Context: an optimization exercise on an open-source flow, tuned for small area, a short achievable clock period and few clock cycles per item. The choices shown serve that exercise and are no tape-out recipe.
Where RTL was checked, it was by simulation tests only, not by an equivalence proof against the original.
Power is estimated from default activity; no workload was simulated.

## tap_tempo_averager_core
module tap_tempo_averager_core #(
    parameter int COUNT_WIDTH = 16,
    parameter int TIME_WIDTH  = 32,
    parameter int FRAC_BITS   = 8
) (
    input  logic                               aclk,
    input  logic                               aresetn,
    input  logic                               s_tvalid,
    output logic                               s_tready,
    input  logic [((TIME_WIDTH+7)/8)*8-1:0]    s_tdata,
    input  logic                               s_tuser,
    output logic                               m_tvalid,
    input  logic                               m_tready,
    output logic [47:0]                        m_tdata,
    output logic [2:0]                         m_tuser,
    input  logic                               cfg_we,
    input  logic [7:0]                         cfg_wdata
);
clock: 10.0 ns
lec_check: 0
cap_margin: 20
core_margin: 2
core_utilization: 40
slew_margin: 20
tns_end_percent: 5
standard.sh (not shown) runs the stock make flow with config.mk's settings and CLKGATE_MAP_FILE= SYNTH_SCRIPT=/design/flow/synth_recipe.tcl, a recipe that flattens the netlist after the stock synthesis.
==> flow/flow/run.sh <==
#!/bin/bash
set -euo pipefail
bash standard.sh SETUP_SLACK_MARGIN=6.5 finish > standard_flow.log 2>&1
Testbench counts at the start, summed over its fixed seeds: cycles 38,642, items 3,200.
Edit:
--- a/flow/design.v
+++ b/flow/design.v
@@ -90,16 +90,22 @@
     logic [11:0] c15;
     assign t15q = {ta, 4'd0} - {4'd0, ta};
     assign c15  = {ceil_r, 4'd0} - {4'd0, ceil_r};
     assign t15c = {c15, 8'd0};
     assign ceilq = {ceil_r, 8'd0};
     assign big   = |da[31:24];
     assign ovf   = (da[31:8] == 24'd0) && (da[7:0] <= 8'd234);
     logic a_acc, b_take;
+    logic        a_gap;
+    logic [31:0] a_sum;
+    assign a_gap = (a_st == A_GAP);
+    assign a_sum = (a_gap ? da : {8'd0, da[23:0]})
+                 + (a_gap ? ~prev : {7'd0, da[23:0], 1'b0})
+                 + {31'd0, a_gap};
     assign s_tready = rdy;
     assign a_acc    = s_tvalid && s_tready;
     always_ff @(posedge aclk) begin
         if (!aresetn) begin
             a_st  <= A_IDLE;
             a_cyc <= '0;
             rdy   <= 1'b0;
         end else begin
@@ -129,21 +135,21 @@
                 A_CLR:  if (a_acc) a_st <= A_IDLE; else rdy <= 1'b1;
                 default: a_st <= A_IDLE;
             endcase
         end
     end
     always_ff @(posedge aclk) begin
         case (a_st)
             A_IDLE: da <= s_tdata[31:0];
-            A_GAP:  da <= da - prev;
+            A_GAP:  da <= a_sum;
             default: ;
         endcase
         case (a_st)
-            A_G3:   if (!hv) d3 <= {1'b0, da[23:0], 1'b0} + {2'b0, da[23:0]};
+            A_G3:   if (!hv) d3 <= a_sum[25:0];
             A_M15:  d3 <= big ? 26'd0 : ((ovf || cgt_n) ? {6'd0, t15c} : {6'd0, t15q});
             default: ;
         endcase
         case (a_st)
             A_GAP:  ra <= 24'(TNUM >> TSTEPS);
             A_DIV:  ra <= ra_nx;
             default: ;
         endcase
@@ -324,39 +330,37 @@
     assign c       = (rb != 16'd0);
     assign rlo     = lt30_n;
     assign wlo     = lt40_n;
     assign rhi     = gt120_n || (!lt120_n && (c || q30lo_n || (r30_n != 4'd0) || u0_n));
     assign whi     = gt90_n  || (!lt90_n  && (c || (r90_n != 2'd0) || (r30_n != 4'd0) || u0_n));
     assign restart = rlo | rhi;
     assign st_res  = restart ? 3'd3 : ((wlo | whi) ? 3'd2 : 3'd1);
     logic b_load, b_short, b_done, b_adv;
-    logic b_take_i, b_load_f, b_ldf_spec, b_ld_any;
+    logic b_take_i, b_load_f;
     assign b_take_i = (b_st == B_IDLE) && hv && (!mv || !(hclr || count == 16'd0));
     assign b_short  = b_take_i && (hclr || count == 16'd0);
-    assign b_ldf_spec = (b_st == B_FIN) && hv && !hclr;
-    assign b_load_f = b_ldf_spec && !restart;
-    assign b_ld_any = (b_take_i && !b_short) || b_ldf_spec;
+    assign b_load_f = (b_st == B_FIN) && hv && !hclr && !restart;
     assign b_load   = (b_take_i && !b_short) || b_load_f;
     assign b_take   = b_take_i || b_load_f;
     assign b_adv   = !(cyc_is(bth, 1) && mv);
     assign b_done  = (b_st == B_FIN);
     always_ff @(posedge aclk) begin
         if (!aresetn) begin
             b_st  <= B_IDLE;
         end else begin
             case (b_st)
                 B_IDLE: if (b_load) b_st <= B_DIV;
                 B_DIV:  if (b_adv && bth[ACYC-2]) b_st <= B_FIN;
                 default: b_st <= b_load_f ? B_DIV : B_IDLE;
             endcase
         end
     end
     always_ff @(posedge aclk) begin
-        if (b_ld_any) begin
+        if (b_load) begin
             rb    <= 16'(s15_acc >> (ASTEPS - 2));
             bbits <= s15_acc[ASTEPS-3 -: K];
             ts    <= TSW'(ta);
             bth   <= '0;
             r30   <= '0;  r90 <= '0;  r40 <= '0;  r3 <= '0;
             gt30  <= 1'b0; lt30 <= 1'b0; gt90 <= 1'b0; lt90 <= 1'b0;
             gt40  <= 1'b0; lt40 <= 1'b0; gt120 <= 1'b0; lt120 <= 1'b0;
             q30lo <= 1'b0; cat <= 1'b0; caw <= 1'b0;
@@ -384,21 +388,27 @@
         end else begin
             if (cfg_we) ceil_r <= cfg_wdata;
             if (b_short) begin
                 count <= hclr ? 16'd0 : 16'd1;
                 n3    <= hclr ? 18'd0 : 18'd3;
                 nsat  <= 1'b0;
                 s15   <= '0;
             end else if (b_done) begin
-                if (restart)    count <= '0;
-                else if (!nsat) count <= count + 16'd1;
-                if (count < 16'hFFFE) n3 <= n3 + 18'd3;
-                if (count == 16'hFFFE) nsat <= 1'b1;
-                if (b_ldf_spec) s15 <= s15_acc;
+                if (restart) begin
+                    count <= '0;
+                    n3    <= '0;
+                    nsat  <= 1'b0;
+                    s15   <= '0;
+                end else begin
+                    if (!nsat) count <= count + 16'd1;
+                    if (count < 16'hFFFE) n3 <= n3 + 18'd3;
+                    if (count == 16'hFFFE) nsat <= 1'b1;
+                    if (b_load_f) s15 <= s15_acc;
+                end
             end else if (b_load) begin
                 s15 <= s15_acc;
             end
         end
     end
     always_ff @(posedge aclk) begin
         if (!aresetn) begin
             mv <= 1'b0;
=>
- The new run completed without violations
- core utilization is higher by 1.4 points
- first-iteration DRC count is higher by about 33%
- count of clock-buffer cells in the layout is lower by 8
- routed wire length is higher by 13%
- worst setup slack got worse by 0.093 ns
- sequential power is higher by about 8%
Function not checked in the second run of this note: the RTL went through the layout flow alone.

## re-timing with driven ports
The flow's constraints put no driver on any port. The routed layouts listed below were extracted and timed again, unchanged, in two steps. Step 1: set_driving_cell puts a clkbuf_16 on aclk and a buf_2 on each other input, an assumption about the parent block. Step 2 adds t to the input delays and takes it off the output delays; t is the mean of the earliest and latest rising clock arrival at the registers after step 1. Input paths then give back, and output paths get back, about the clock's delay inside the block. Slacks: ideal ports / drivers / drivers and shift; pairs: ideal ports / drivers.
| run | t, ns | setup slack, ns | clock arrival spread, ns | worst data-port slew with drivers (ns) |
|---|---|---|---|---|
| the first run | 0.635 | 6.385 / 6.351 / 6.153 | 0.026 / 0.027 | 0.04 |
| the second run | 0.635 | 6.292 / 6.292 / 5.965 | 0.020 / 0.019 | 0.05 |
After both steps every run listed still meets setup and hold. For the second run, which loses most, drivers alone change the setup slack by 0.000 ns; drivers and shift together by -0.327 ns.
